What follows belongs to an exercise in optimizing a design on an open flow for small area; a production flow would make more cautious choices.
The RTL was checked by simulation tests, not by an equivalence proof against the original design.
Power figures rest on the tool's default switching activity, not on a simulated workload. The clock port is modelled as an ideal driver; clocking choices that lean on that would not hold on a real chip.

==> run F: inputs <==
==> flow/design.v <==
package stream_fifo_pkg;
    localparam int IO_WIDTH          = 128;
    localparam int FLAG_BITS         = 2;
    localparam int FIFO_DEPTH        = 16;
    localparam int FIFO_DEPTH_MARGIN = 2;
    typedef enum logic [1:0] {
        OP_IDLE = 2'b00,
        OP_POP  = 2'b01,
        OP_PUSH = 2'b10,
        OP_BOTH = 2'b11
    } fifo_op_e;
    function automatic int clog2(input int value);
        int r;
        int v;
        r = 0;
        v = value - 1;
        while (v > 0) begin
            r = r + 1;
            v = v >> 1;
        end
        clog2 = r;
    endfunction
endpackage
module fifo_ram (
    input  logic q,
    input  logic hold,
    input  logic up,
    input  logic shift,
    input  logic wdata,
    input  logic wr,
    output logic d
);
    assign d = ~((q & hold) | (up & shift) | (wdata & wr));
endmodule
module fifo_ram_top (
    input  logic q,
    input  logic wr,
    input  logic wdata,
    input  logic keep_n,
    output logic d
);
    assign d = ~((q | wr) & (wdata | keep_n));
endmodule
module stream_fifo #(
    parameter int DATA_WIDTH = stream_fifo_pkg::IO_WIDTH + stream_fifo_pkg::FLAG_BITS,
    parameter int DEPTH      = stream_fifo_pkg::FIFO_DEPTH,
    parameter int AF_MARGIN  = stream_fifo_pkg::FIFO_DEPTH_MARGIN,
    parameter int AE_LEVEL   = 1
) (
    input  logic                    clk,
    input  logic                    rst_n,
    input  logic                    flush,
    input  logic                    s_valid,
    output logic                    s_ready,
    input  logic [DATA_WIDTH-1:0]   s_data,
    output logic                    m_valid,
    input  logic                    m_ready,
    output logic [DATA_WIDTH-1:0]   m_data,
    output logic [stream_fifo_pkg::clog2(DEPTH):0]   count,
    output logic                    full,
    output logic                    empty,
    output logic                    almost_full,
    output logic                    almost_empty,
    output logic [stream_fifo_pkg::clog2(DEPTH):0]   max_count
);
    localparam int AW = stream_fifo_pkg::clog2(DEPTH);
    localparam int CW = AW + 1;
    localparam logic [CW-1:0] CNT_FULL = CW'(DEPTH);
    localparam logic [CW-1:0] CNT_AF   = CW'(DEPTH - AF_MARGIN);
    localparam logic [CW-1:0] CNT_AE   = CW'(AE_LEVEL);
    logic [CW-1:0]         count_q, count_d;
    logic [CW-1:0]         max_count_q;
    logic [CW-1:0]         widx;
    logic [DEPTH-1:0]      wr, shift, hold;
    logic                  push, pop;
    logic [DATA_WIDTH-1:0] mem [DEPTH];
    logic [DATA_WIDTH-1:0] mem_d [DEPTH];
    logic [DEPTH-1:0]      inv_q, inv_d;
    assign s_ready = (count_q != CNT_FULL);
    assign m_valid = (count_q != '0);
    assign push = s_valid && s_ready && !flush;
    assign pop  = m_valid && m_ready && !flush;
    assign widx = count_q - CW'(pop);
    for (genvar i = 0; i < DEPTH; i++) begin : g_row
        assign wr[i]    = push && (widx == CW'(i));
        assign shift[i] = pop && !wr[i];
        assign hold[i]  = !pop && !wr[i];
        if (i < DEPTH - 1) begin : g_mid
            assign inv_d[i] = wr[i] || (pop ? !inv_q[i+1] : !inv_q[i]);
            for (genvar j = 0; j < DATA_WIDTH; j++) begin : g_bit
                fifo_ram u_cell (
                    .q     (mem[i][j]),
                    .hold  (hold[i]),
                    .up    (mem[i+1][j]),
                    .shift (shift[i]),
                    .wdata (s_data[j]),
                    .wr    (wr[i]),
                    .d     (mem_d[i][j])
                );
            end
        end else begin : g_top
            assign inv_d[i] = wr[i] || !inv_q[i];
            for (genvar j = 0; j < DATA_WIDTH; j++) begin : g_bit
                fifo_ram_top u_cell (
                    .q      (mem[i][j]),
                    .wr     (wr[i]),
                    .wdata  (s_data[j]),
                    .keep_n (!wr[i]),
                    .d      (mem_d[i][j])
                );
            end
        end
        always_ff @(posedge clk) begin
            mem[i]   <= mem_d[i];
            inv_q[i] <= inv_d[i];
        end
    end
    assign m_data = mem[0] ^ {DATA_WIDTH{inv_q[0]}};
    always_comb begin
        count_d = count_q;
        if (push && !pop) count_d = count_q + CW'(1);
        if (pop && !push) count_d = count_q - CW'(1);
    end
    always_ff @(posedge clk or negedge rst_n) begin
        if (!rst_n) begin
            count_q     <= '0;
            max_count_q <= '0;
        end else if (flush) begin
            count_q     <= '0;
            max_count_q <= '0;
        end else begin
            count_q <= count_d;
            if (count_d > max_count_q) max_count_q <= count_d;
        end
    end
    assign count        = count_q;
    assign max_count    = max_count_q;
    assign full         = (count_q == CNT_FULL);
    assign empty        = (count_q == '0);
    assign almost_full  = (count_q >= CNT_AF);
    assign almost_empty = (count_q <= CNT_AE);
endmodule
==> flow/flow/run.sh <==
#!/bin/bash
# Layout flow: the standard ORFS flow, with two changes to how the
# layout is built:
#  - port buffers use buf_1 instead of the resizer's default pick;
#  - clock tree synthesis clusters up to 30 sinks within 80 um per leaf
#    buffer and inserts no dummy loads.
# Everything else (synthesis, floorplan, power grid, placement, routing)
# is the standard flow.
set -euo pipefail
export BUFFER_PORTS_ARGS="-buffer_cell sky130_fd_sc_hd__buf_1"
export CTS_ARGS="-sink_clustering_enable -repair_clock_nets -dont_use_dummy_load -sink_clustering_size 30 -sink_clustering_max_diameter 80"
bash standard.sh finish > standard_flow.log 2>&1
==> flow/standard.sh <==
#!/bin/bash
# synth_recipe.tcl (not shown) runs the flow's synth.tcl, then flattens the netlist and writes it again
# the make line also repeats each setting of config.mk as NAME=value (left out here)
make -C /OpenROAD-flow-scripts/flow DESIGN_CONFIG=/design/flow/config.mk WORK_HOME=/design/flow/orfs CLKGATE_MAP_FILE= SYNTH_SCRIPT=/design/flow/synth_recipe.tcl "${@:-finish}"
==> flow/config.mk <==
export PLATFORM = sky130hd
export DESIGN_NAME = stream_fifo
export DESIGN_NICKNAME = stream_fifo
export VERILOG_FILES = /design/flow/design.v
export SDC_FILE = /design/flow/constraint.sdc
export NUM_CORES = 4
export LEC_CHECK = 0
export CAP_MARGIN = 20
export CORE_MARGIN = 2
export CORE_UTILIZATION = 65
export CTS_CLUSTER_DIAMETER = 80
export CTS_CLUSTER_SIZE = 30
export PLACE_DENSITY = 0.75
export SLEW_MARGIN = 20
export SYNTH_HIERARCHICAL = 1
==> flow/constraint.sdc <==
create_clock -name core_clock -period 5.0 [get_ports {clk}]
set_input_delay 1.0000 -clock core_clock [delete_from_list [all_inputs] [get_ports {clk}]]
set_output_delay 1.0000 -clock core_clock [all_outputs]
set_load 0.01 [all_outputs]
==> run A: changes against run F <==
==> flow/design.v (replaced) <==
package stream_fifo_pkg;
    localparam int IO_WIDTH          = 128;
    localparam int FLAG_BITS         = 2;
    localparam int FIFO_DEPTH        = 16;
    localparam int FIFO_DEPTH_MARGIN = 2;
    typedef enum logic [1:0] {
        OP_IDLE = 2'b00,
        OP_POP  = 2'b01,
        OP_PUSH = 2'b10,
        OP_BOTH = 2'b11
    } fifo_op_e;
    function automatic int clog2(input int value);
        int r;
        int v;
        r = 0;
        v = value - 1;
        while (v > 0) begin
            r = r + 1;
            v = v >> 1;
        end
        clog2 = r;
    endfunction
endpackage
module fifo_rd_and3 (
    input  logic [2:0] d,
    input  logic [2:0] s,
    output logic       y_n
);
    assign y_n = ~|(d & s);
endmodule
module fifo_rd_and1 (
    input  logic d,
    input  logic s,
    output logic y_n
);
    assign y_n = ~(d & s);
endmodule
module fifo_rd_nand3 (
    input  logic [2:0] a,
    output logic       y
);
    assign y = ~&a;
endmodule
module fifo_rd_nor2 (
    input  logic [1:0] a,
    output logic       y_n
);
    assign y_n = ~|a;
endmodule
module fifo_rd_xnor2 (
    input  logic a,
    input  logic b,
    output logic y
);
    assign y = ~(a ^ b);
endmodule
module fifo_ram (
    input  logic [15:0] d,
    input  logic [15:0] sel,
    input  logic        inv,
    output logic        q
);
    logic [5:0] n;
    for (genvar k = 0; k < 5; k++) begin : g_and3
        fifo_rd_and3 u_and3 (
            .d   (d[3*k +: 3]),
            .s   (sel[3*k +: 3]),
            .y_n (n[k])
        );
    end
    fifo_rd_and1 u_and1 (
        .d   (d[15]),
        .s   (sel[15]),
        .y_n (n[5])
    );
    logic [1:0] o;
    logic       o_n;
    for (genvar k = 0; k < 2; k++) begin : g_nand3
        fifo_rd_nand3 u_nand3 (
            .a (n[3*k +: 3]),
            .y (o[k])
        );
    end
    fifo_rd_nor2 u_nor2 (
        .a   (o),
        .y_n (o_n)
    );
    fifo_rd_xnor2 u_xnor2 (
        .a (o_n),
        .b (inv),
        .y (q)
    );
endmodule
module stream_fifo #(
    parameter int DATA_WIDTH = stream_fifo_pkg::IO_WIDTH + stream_fifo_pkg::FLAG_BITS,
    parameter int DEPTH      = stream_fifo_pkg::FIFO_DEPTH,
    parameter int AF_MARGIN  = stream_fifo_pkg::FIFO_DEPTH_MARGIN,
    parameter int AE_LEVEL   = 1
) (
    input  logic                    clk,
    input  logic                    rst_n,
    input  logic                    flush,
    input  logic                    s_valid,
    output logic                    s_ready,
    input  logic [DATA_WIDTH-1:0]   s_data,
    output logic                    m_valid,
    input  logic                    m_ready,
    output logic [DATA_WIDTH-1:0]   m_data,
    output logic [stream_fifo_pkg::clog2(DEPTH):0]   count,
    output logic                    full,
    output logic                    empty,
    output logic                    almost_full,
    output logic                    almost_empty,
    output logic [stream_fifo_pkg::clog2(DEPTH):0]   max_count
);
    localparam int AW = stream_fifo_pkg::clog2(DEPTH);
    localparam int CW = AW + 1;
    localparam logic [CW-1:0] CNT_FULL = CW'(DEPTH);
    localparam logic [CW-1:0] CNT_AF   = CW'(DEPTH - AF_MARGIN);
    localparam logic [CW-1:0] CNT_AE   = CW'(AE_LEVEL);
    logic [AW-1:0]         wr_ptr_q;
    logic [DEPTH-1:0]      rsel_q;       
    logic [CW-1:0]         count_q, count_d;
    logic [CW-1:0]         max_count_q;
    logic [DEPTH-1:0]      wr, hold_n;
    logic                  push, pop, rinv;
    logic [DATA_WIDTH-1:0] mem [DEPTH];
    logic [DEPTH-1:0]      inv_q;
    assign s_ready = (count_q != CNT_FULL);
    assign m_valid = (count_q != '0);
    assign push = s_valid && s_ready && !flush;
    assign pop  = m_valid && m_ready && !flush;
    for (genvar i = 0; i < DEPTH; i++) begin : g_row
        assign wr[i]     = push && (wr_ptr_q == AW'(i));
        assign hold_n[i] = !(s_ready && (wr_ptr_q == AW'(i)));
        always_ff @(posedge clk) begin
            mem[i]   <= ~((mem[i] | {DATA_WIDTH{wr[i]}}) &
                          (s_data | {DATA_WIDTH{hold_n[i]}}));
            inv_q[i] <= wr[i] | ~inv_q[i];
        end
    end
    assign rinv = |(inv_q & rsel_q);
    for (genvar j = 0; j < DATA_WIDTH; j++) begin : g_col
        logic [DEPTH-1:0] col;
        for (genvar i = 0; i < DEPTH; i++) begin : g_bit
            assign col[i] = mem[i][j];
        end
        fifo_ram u_rd (
            .d   (col),
            .sel (rsel_q),
            .inv (rinv),
            .q   (m_data[j])
        );
    end
    always_comb begin
        count_d = count_q;
        if (push && !pop) count_d = count_q + CW'(1);
        if (pop && !push) count_d = count_q - CW'(1);
    end
    always_ff @(posedge clk or negedge rst_n) begin
        if (!rst_n) begin
            wr_ptr_q    <= '0;
            rsel_q      <= DEPTH'(1);
            count_q     <= '0;
            max_count_q <= '0;
        end else if (flush) begin
            wr_ptr_q    <= '0;
            rsel_q      <= DEPTH'(1);
            count_q     <= '0;
            max_count_q <= '0;
        end else begin
            if (push) wr_ptr_q <= wr_ptr_q + AW'(1);
            if (pop)  rsel_q   <= {rsel_q[DEPTH-2:0], rsel_q[DEPTH-1]};
            count_q <= count_d;
            if (count_d > max_count_q) max_count_q <= count_d;
        end
    end
    assign count        = count_q;
    assign max_count    = max_count_q;
    assign full         = (count_q == CNT_FULL);
    assign empty        = (count_q == '0);
    assign almost_full  = (count_q >= CNT_AF);
    assign almost_empty = (count_q <= CNT_AE);
endmodule
==> qor summary <==
| metric | run A | run F |
|---|---|---|
| Run status | timing/DRC/antenna clean | timing/DRC/antenna clean |
| Global routing usage summed across all routing layers | 42.9% | 36.8% |
| Layout net count | 6412 | 5134 |
| Multi-input gate share of the layout cell area | 33.3% | 32.0% |
| Number of well taps | 1403 | 1287 |
| Synthesis Warnings | 8 | 10 |
| Area used by multi-input combinational logic | 24700 sq um | 23000 sq um |
| Sequential share of cell area | 57.7% | 58.9% |
| Final setup slack of the worst path | 249 ps | 448 ps |
| Met3 WL post-DR | 38200 um | 26000 um |
| Via density per instance | 8.11 | 8.60 |
| Worst-Margin Slew | 1120 ps | 1230 ps |
| Die Span Y | 332 um | 320 um |
| Number of flip-flops and latches | 2126 | 2106 |
| Multi-input combinational cell count | 3611 | 2382 |
| TritonCTS sink count | 2126 | 2106 |
| Latest clock arrival within the worst-skew pair | 720 ps | 710 ps |
| Category of the worst setup path capture point | primary output | flop |
| Overall via count from detail_route | 62.4k | 53.9k |
| Total of plain and repair buffers excluding clock buffers | 430 | 405 |
| Sum of internal, switching and leakage power | 0.0373 W | 0.0547 W |
| Maximum clock frequency | 0.211 GHz | 0.220 GHz |
| Number of core rows | 120 | 115 |
| Antenna diodes | 21 | 3 |
| Area share of fa/ha/maj cells after synthesis | 0.250% | 0.231% |

port drivers added, routing unchanged:
No port has a modelled driver above. Below, the same layouts with a new extraction and two added sets of constraints.
Step 1 assumes that a clkbuf_16 drives the clock port and a buf_2 every other input.
Step 2 adds t to the input delays and takes it off the output delays; t is the mean of the earliest and latest rising clock arrival at the registers after step 1. Input paths then give back, and output paths get back, about the clock's delay inside the block.
a / b / c = no drivers / after step 1 / after step 2; a / b = the first two.
run	t, ns	slack for setup (ns)	worst hold slack (ns)	worst setup path after step 2	slew at the worst register clock pin (ns)
run F	0.746	0.448 / 0.448 / 0.278	0.278 / 0.225 / 0.417	input to register	0.11 / 0.11
run A	0.766	0.249 / 0.165 / 0.922	0.292 / 0.231 / 0.416	input to register	0.12 / 0.12
After both steps every run listed still meets setup and hold. For run F, which loses most, drivers alone change the setup slack by 0.000 ns; drivers and shift together by -0.170 ns.
